What follows belongs to an exercise in optimizing a design on an open flow for small area, a short achievable clock period and few clock cycles per item; a production flow would make more cautious choices. Where RTL was checked, it was by simulation tests only, not by an equivalence proof against the original. Power is estimated from default activity; no workload was simulated.

v6:
## gated_pulse_count_accumulator
module gated_pulse_count_accumulator (
	input  logic                             clk,
	input  logic                             arst_n,
	input  logic                             sample_valid,
	output logic                             sample_ready,
	input  logic [48:0]                      sample,
	output logic                             result_valid,
	input  logic                             result_ready,
	output logic [193:0]                     result,
	input  logic                             cfg_we,
	input  logic [gpca_pkg::CFG_IDX_W-1:0]   cfg_index,
	input  logic [gpca_pkg::CFG_DATA_W-1:0]  cfg_wdata
);
	logic                          active_high;
	logic [gpca_pkg::WINDOW_W-1:0] win_q;
	logic                          win_rnz;
	logic [gpca_pkg::FOLD_W-1:0]   thr;
	logic                          busy;
	logic                          valid_s1;
	logic                          valid_s2;
  ...
Size in the first run: roughly 2100 cells after synthesis, roughly 340 flip-flops, about 280 I/O pins, roughly 20000 um2 of cells after synthesis.
clock: 11.0 ns
lec_check: 0
cap_margin: 20
core_margin: 2
core_utilization: 40
place_density: 0.6
setup_slack_margin: 5
slew_margin: 20
run.sh (not shown) runs the stock make flow with config.mk's settings and CLKGATE_MAP_FILE= SYNTH_SCRIPT=/design/flow/synth_recipe.tcl, a recipe that flattens the netlist after the stock synthesis.
v6: flow completed, timing, DRC and antenna clean
The inputs of v7 differ from those of v6 as listed below.
Settings: clearing SETUP_SLACK_MARGIN, which used to be 5.
[summary]
v7 ended with less total power than v6.
The proportion of power drawn by combinational gates reported for v7 is smaller than that of v6 by 2.0 points.
Compared with v6, v7 has less setup slack.
[diff] clock period minus final worst setup slack, v7 relative to v6: regression
Compared with v6, v7 shows a leakage power that is about 2.4% lower.
Taking v6 as the reference, in v7 adder and majority cell fraction of the synthesized area flat, end-of-flow core utilization went down 1.4 points, number of vias after detailed routing went down 125, post-route non-filler standard cell count lower, total stage count of the critical path saw a decrease.
No run of this note included a check of the RTL's function; only the layout flow was run.

---

Setup of run a:
gated_pulse_count_accumulator, a different RTL version from the one above (not shown whole).
Size in the first run: about 19000 sq um of cells after synthesis.
Settings: LEC_CHECK=0, CAP_MARGIN=20, CORE_MARGIN=2, CORE_UTILIZATION=40, PLACE_DENSITY=0.6, SLEW_MARGIN=20; clock period 11.0 ns.
standard.sh (not shown) runs the stock make flow with config.mk's settings and CLKGATE_MAP_FILE= SYNTH_SCRIPT=/design/flow/synth_recipe.tcl, a recipe that flattens the netlist after the stock synthesis.
==> flow/flow/run.sh <==
#!/bin/bash
# Own layout flow: the standard layout (standard.sh, unchanged synthesis,
# floorplan, power grid, placement, CTS and routing) with two changes:
#  - ports are buffered with sky130_fd_sc_hd__buf_2 instead of the default
#    delay buffer;
#  - timing repair aims for extra setup slack (SETUP_SLACK_MARGIN).
# Each tool's full output stays in orfs/logs; make's output goes to standard.log.
set -euo pipefail
export BUFFER_PORTS_ARGS="-buffer_cell sky130_fd_sc_hd__buf_2"
export SETUP_SLACK_MARGIN=6.1
bash standard.sh > standard.log 2>&1
Run a: PASS, flow complete, no timing, DRC or antenna violations
diff inputs: run a => run b
--- a/flow/flow/run.sh
+++ b/flow/flow/run.sh
@@ -3,3 +3,3 @@
 # floorplan, power grid, placement, CTS and routing) with two changes:
-#  - ports are buffered with sky130_fd_sc_hd__buf_2 instead of the default
+#  - ports are buffered with sky130_fd_sc_hd__buf_1 instead of the default
 #    delay buffer;
@@ -8,3 +8,3 @@
 set -euo pipefail
-export BUFFER_PORTS_ARGS="-buffer_cell sky130_fd_sc_hd__buf_2"
+export BUFFER_PORTS_ARGS="-buffer_cell sky130_fd_sc_hd__buf_1"
 export SETUP_SLACK_MARGIN=6.1
Delta (run b minus run a): met3 wire length has increased, final area has decreased, arrival time of the worst setup path has decreased, synthesis-to-layout area growth has decreased. Delta (run b minus run a): wire length of the first global-routing pass +0.63%, sequential portion of the cell area saw an increase, number of buffers outside the clock class in the layout now larger. Going from run a to run b, fraction of standard cell area in multi-input logic now larger; internal power now larger; number of logic inverters in the finished layout comparable; power now larger.
No functional check of the RTL was part of any run of this note.

---

gated_pulse_count_accumulator, a different RTL version from the one above (not shown whole).
For scale: ~1900 cells after synthesis.
Design gated_pulse_count_accumulator, start of the top module:
module gated_pulse_count_accumulator (
	input  logic                             clk,
	input  logic                             arst_n,
	input  logic                             sample_valid,
	output logic                             sample_ready,
	input  logic [48:0]                      sample,
	output logic                             result_valid,
	input  logic                             result_ready,
	output logic [193:0]                     result,
	input  logic                             cfg_we,
	input  logic [gpca_pkg::CFG_IDX_W-1:0]   cfg_index,
	input  logic [gpca_pkg::CFG_DATA_W-1:0]  cfg_wdata
);
	logic                          active_high;
	logic [gpca_pkg::WINDOW_W-1:0] win_q;
	logic                          win_rnz;
	logic                          win_zero;
	logic [gpca_pkg::FOLD_W-1:0]   thr;
	logic                          busy;
	logic                          busy_next;
	logic                          ready_q;
	logic                          valid_k;
	logic                          valid_s1;
	logic                          valid_s2;
	logic                          adv;
	logic                          load_s1;
	logic                          take_in;
  ...
export LEC_CHECK = 0
export CAP_MARGIN = 20
export CORE_MARGIN = 2
export CORE_UTILIZATION = 40
export PLACE_DENSITY = 0.6
export SLEW_MARGIN = 20
create_clock -name core_clock -period 11.0 [get_ports {clk}]
==> flow/flow/run.sh <==
#!/bin/bash
# Own layout flow: the standard layout (standard.sh, unchanged synthesis,
# floorplan, power grid, placement, CTS and routing) with two changes:
#  - ports are buffered with sky130_fd_sc_hd__buf_2 instead of the default
#    delay buffer;
#  - timing repair aims for extra setup slack (SETUP_SLACK_MARGIN).
# Each tool's full output stays in orfs/logs; make's output goes to standard.log.
set -euo pipefail
export BUFFER_PORTS_ARGS="-buffer_cell sky130_fd_sc_hd__buf_2"
export SETUP_SLACK_MARGIN=6
bash standard.sh > standard.log 2>&1
The baseline passed the timing, design-rule and antenna checks.
Rerun with:
--- a/flow/flow/run.sh
+++ b/flow/flow/run.sh
@@ -10 +10 @@
-export SETUP_SLACK_MARGIN=6
+export SETUP_SLACK_MARGIN=7.5
Result:
- via count came out higher by a little under a tenth
- clock-buffer cell count came out lower by 6
- sequential power stays flat
Rerun with:
==> flow/run.sh (new file) <==
#!/bin/bash
# synth_recipe.tcl (not shown) runs the flow's synth.tcl, then flattens the netlist and writes it again
# the make line also repeats each setting of config.mk as NAME=value (left out here)
make -C /OpenROAD-flow-scripts/flow DESIGN_CONFIG=/design/flow/config.mk WORK_HOME=/design/flow/orfs CLKGATE_MAP_FILE= SYNTH_SCRIPT=/design/flow/synth_recipe.tcl finish
removed: flow/flow/run.sh
removed: flow/standard.sh
After rerunning:
- cell area goes down by a little under a tenth
- register-to-register slack loses 0.53 ns
- first-iteration DRC count is higher by about a fifth
- routed wire length is lower by about a fifth
- setup slack gets worse by 0.53 ns
- via count is lower by a little under a tenth
- maximum frequency decreases by roughly a tenth
- sequential cell count stays the same
- sequential power is about the same
- combinational power came out lower by a quarter to a third
Function was not checked in any run of this note: the RTL went through the layout flow alone.

---

gated_pulse_count_accumulator, a different RTL version from the one above (not shown whole).
Size: about 2000 cells after synthesis, about 410 flip-flops, ~280 I/O pins.
Settings: LEC_CHECK=0, CAP_MARGIN=20, CORE_MARGIN=2, CORE_UTILIZATION=60, CTS_BUF_LIST=sky130_fd_sc_hd__clkbuf_16, CTS_CLUSTER_DIAMETER=80, CTS_CLUSTER_SIZE=24, PLACE_DENSITY=0.75, SLEW_MARGIN=20; clock period 11.0 ns.
==> flow/flow/run.sh <==
#!/bin/bash
# Own layout flow: the standard layout (standard.sh, unchanged synthesis,
# floorplan, power grid, placement, CTS and routing) with two changes:
#  - ports are buffered with sky130_fd_sc_hd__buf_1 instead of the default
#    delay buffer;
#  - timing repair aims for extra setup slack (SETUP_SLACK_MARGIN).
# Each tool's full output stays in orfs/logs; make's output goes to standard.log.
set -euo pipefail
export BUFFER_PORTS_ARGS="-buffer_cell sky130_fd_sc_hd__buf_1"
export SETUP_SLACK_MARGIN=7.3
bash standard.sh > standard.log 2>&1
Testbench counts at the start, summed over its fixed seeds: cycles 24,128, items 24,000.
Edit:
--- a/flow/flow/run.sh
+++ b/flow/flow/run.sh
@@ -9,3 +9,3 @@
 export BUFFER_PORTS_ARGS="-buffer_cell sky130_fd_sc_hd__buf_1"
-export SETUP_SLACK_MARGIN=7.3
+export SETUP_SLACK_MARGIN=7.15
 bash standard.sh > standard.log 2>&1
- CORE_UTILIZATION: 60 -> 70
- CTS_CLUSTER_SIZE: 24 -> 26
- PLACE_DENSITY: 0.75 -> 0.85
- The new run went through all stages and came out clean
- non-clock buffer count went down by 35
- routed wire length came out lower by 2.1%
- via count went up by 0.31%
- utilization rose by 8.7 points
- sequential share of layout area increases by 1.6 points
- first-iteration DRC count rose by 41%
- final cell count falls by 4.0%

---

Starting RTL as in the previous note.
==> flow/config.mk <==
export PLATFORM = sky130hd
export DESIGN_NAME = gated_pulse_count_accumulator
export DESIGN_NICKNAME = gated_pulse_count_accumulator
export VERILOG_FILES = /design/flow/design.v
export SDC_FILE = /design/flow/constraint.sdc
export NUM_CORES = 4
export LEC_CHECK = 0
export CAP_MARGIN = 20
export CORE_MARGIN = 2
export CORE_UTILIZATION = 70
export CTS_BUF_LIST = sky130_fd_sc_hd__clkbuf_16
export CTS_CLUSTER_DIAMETER = 80
export CTS_CLUSTER_SIZE = 26
export PLACE_DENSITY = 0.85
export SLEW_MARGIN = 20
==> flow/constraint.sdc <==
create_clock -name core_clock -period 11.0 [get_ports {clk}]
set_input_delay 2.2000 -clock core_clock [delete_from_list [all_inputs] [get_ports {clk}]]
set_output_delay 2.2000 -clock core_clock [all_outputs]
set_load 0.01 [all_outputs]
==> flow/flow/run.sh <==
#!/bin/bash
# Own layout flow: the standard layout (standard.sh, unchanged synthesis,
# floorplan, power grid, placement, CTS and routing) with two changes:
#  - ports are buffered with sky130_fd_sc_hd__buf_1 instead of the default
#    delay buffer;
#  - timing repair aims for extra setup slack (SETUP_SLACK_MARGIN).
# Each tool's full output stays in orfs/logs; make's output goes to standard.log.
set -euo pipefail
export BUFFER_PORTS_ARGS="-buffer_cell sky130_fd_sc_hd__buf_1"
export SETUP_SLACK_MARGIN=7.3
bash standard.sh > standard.log 2>&1
The starting point passed the timing, design-rule and antenna checks.
Testbench counts at the start, summed over its fixed seeds: cycles 24,128, items 24,000.
==> next run, changes <==
--- a/flow/flow/run.sh
+++ b/flow/flow/run.sh
@@ -9,3 +9,3 @@
 export BUFFER_PORTS_ARGS="-buffer_cell sky130_fd_sc_hd__buf_1"
-export SETUP_SLACK_MARGIN=7.3
+export SETUP_SLACK_MARGIN=7.15
 bash standard.sh > standard.log 2>&1
Settings changed: CORE_UTILIZATION 70 to 80, PLACE_DENSITY 0.85 to 0.9.
=> Fmax rose by 1.1%. Setup slack gains 0.041 ns. Power fell by 1.7%. Clock skew rose by 0.0050 ns. Hold slack stays flat. Clock-buffer cell count is unchanged. Synthesized cell count does not change. Critical path depth fell by 4. Final cell count fell by 3.4%. Via count rose by 2.2%. Global-route usage rose by 5.6 points.
==> next run, changes <==
--- a/flow/flow/run.sh
+++ b/flow/flow/run.sh
@@ -9,3 +9,3 @@
 export BUFFER_PORTS_ARGS="-buffer_cell sky130_fd_sc_hd__buf_1"
-export SETUP_SLACK_MARGIN=7.15
+export SETUP_SLACK_MARGIN=7.0
 bash standard.sh > standard.log 2>&1
Settings changed: CORE_UTILIZATION 80 to 60, CTS_CLUSTER_SIZE 26 to 24, PLACE_DENSITY 0.9 to 0.75.
Effect: First-iteration DRC count fell by well over a third. Sequential share of layout area increases by 0.34 points. Global-route usage decreases by 11 points. Synthesized area is unchanged. Design area goes down slightly. Synthesized cell count stays the same.

re-timing with driven ports:
No port has a modelled driver above. Below, the same layouts with a new extraction and two added sets of constraints. Step 1 sets driving cells, clkbuf_16 on the clock port and buf_2 on the other inputs (assumed; they add their load-dependent delay and slew). Step 2, shift: input delay + t, output delay - t, t = (earliest + latest rising clock arrival at the registers) / 2. This alone moves slack from input paths to output paths. a / b / c = no drivers / after step 1 / after step 2; a / b = the first two.
| run | shift t [ns] | setup slack, ns | worst setup path at the end | latest minus earliest clock arrival (ns) |
|---|---|---|---|---|
| v6 | 0.623 | 4.552 / 4.552 / 4.552 | register to register | 0.018 / 0.018 |
| v7 | 0.613 | 3.296 / 3.296 / 3.296 | register to register | 0.027 / 0.027 |
| run a | 0.607 | 6.116 / 6.091 / 5.976 | input to register | 0.015 / 0.015 |
| run b | 0.609 | 6.154 / 6.123 / 5.889 | input to register | 0.028 / 0.028 |
| the first run of note 3 | 0.625 | 6.318 / 6.318 / 6.206 | input to register | 0.036 / 0.035 |
| the second run of note 3 | 0.643 | 6.520 / 6.520 / 6.520 | register to register | 0.030 / 0.030 |
| the third run of note 3 | 0.628 | 5.990 / 5.990 / 5.614 | input to register | 0.016 / 0.016 |
| the first run of note 4 | 0.596 | 7.249 / 7.251 / 6.660 | input to register | 0.026 / 0.026 |
| the second run of note 4 | 0.587 | 7.162 / 7.166 / 6.580 | input to register | 0.023 / 0.023 |
| the first run of note 5 | 0.583 | 7.106 / 7.106 / 6.711 | input to register | 0.024 / 0.023 |
| the second run of note 5 | 0.589 | 7.147 / 7.170 / 6.581 | input to register | 0.028 / 0.027 |
| the third run of note 5 | 0.587 | 7.078 / 7.103 / 6.516 | input to register | 0.029 / 0.029 |
After both steps setup and hold are still met in every run listed. For the first run of note 4, which loses most, drivers alone change the setup slack by +0.002 ns; drivers and shift together by -0.589 ns.
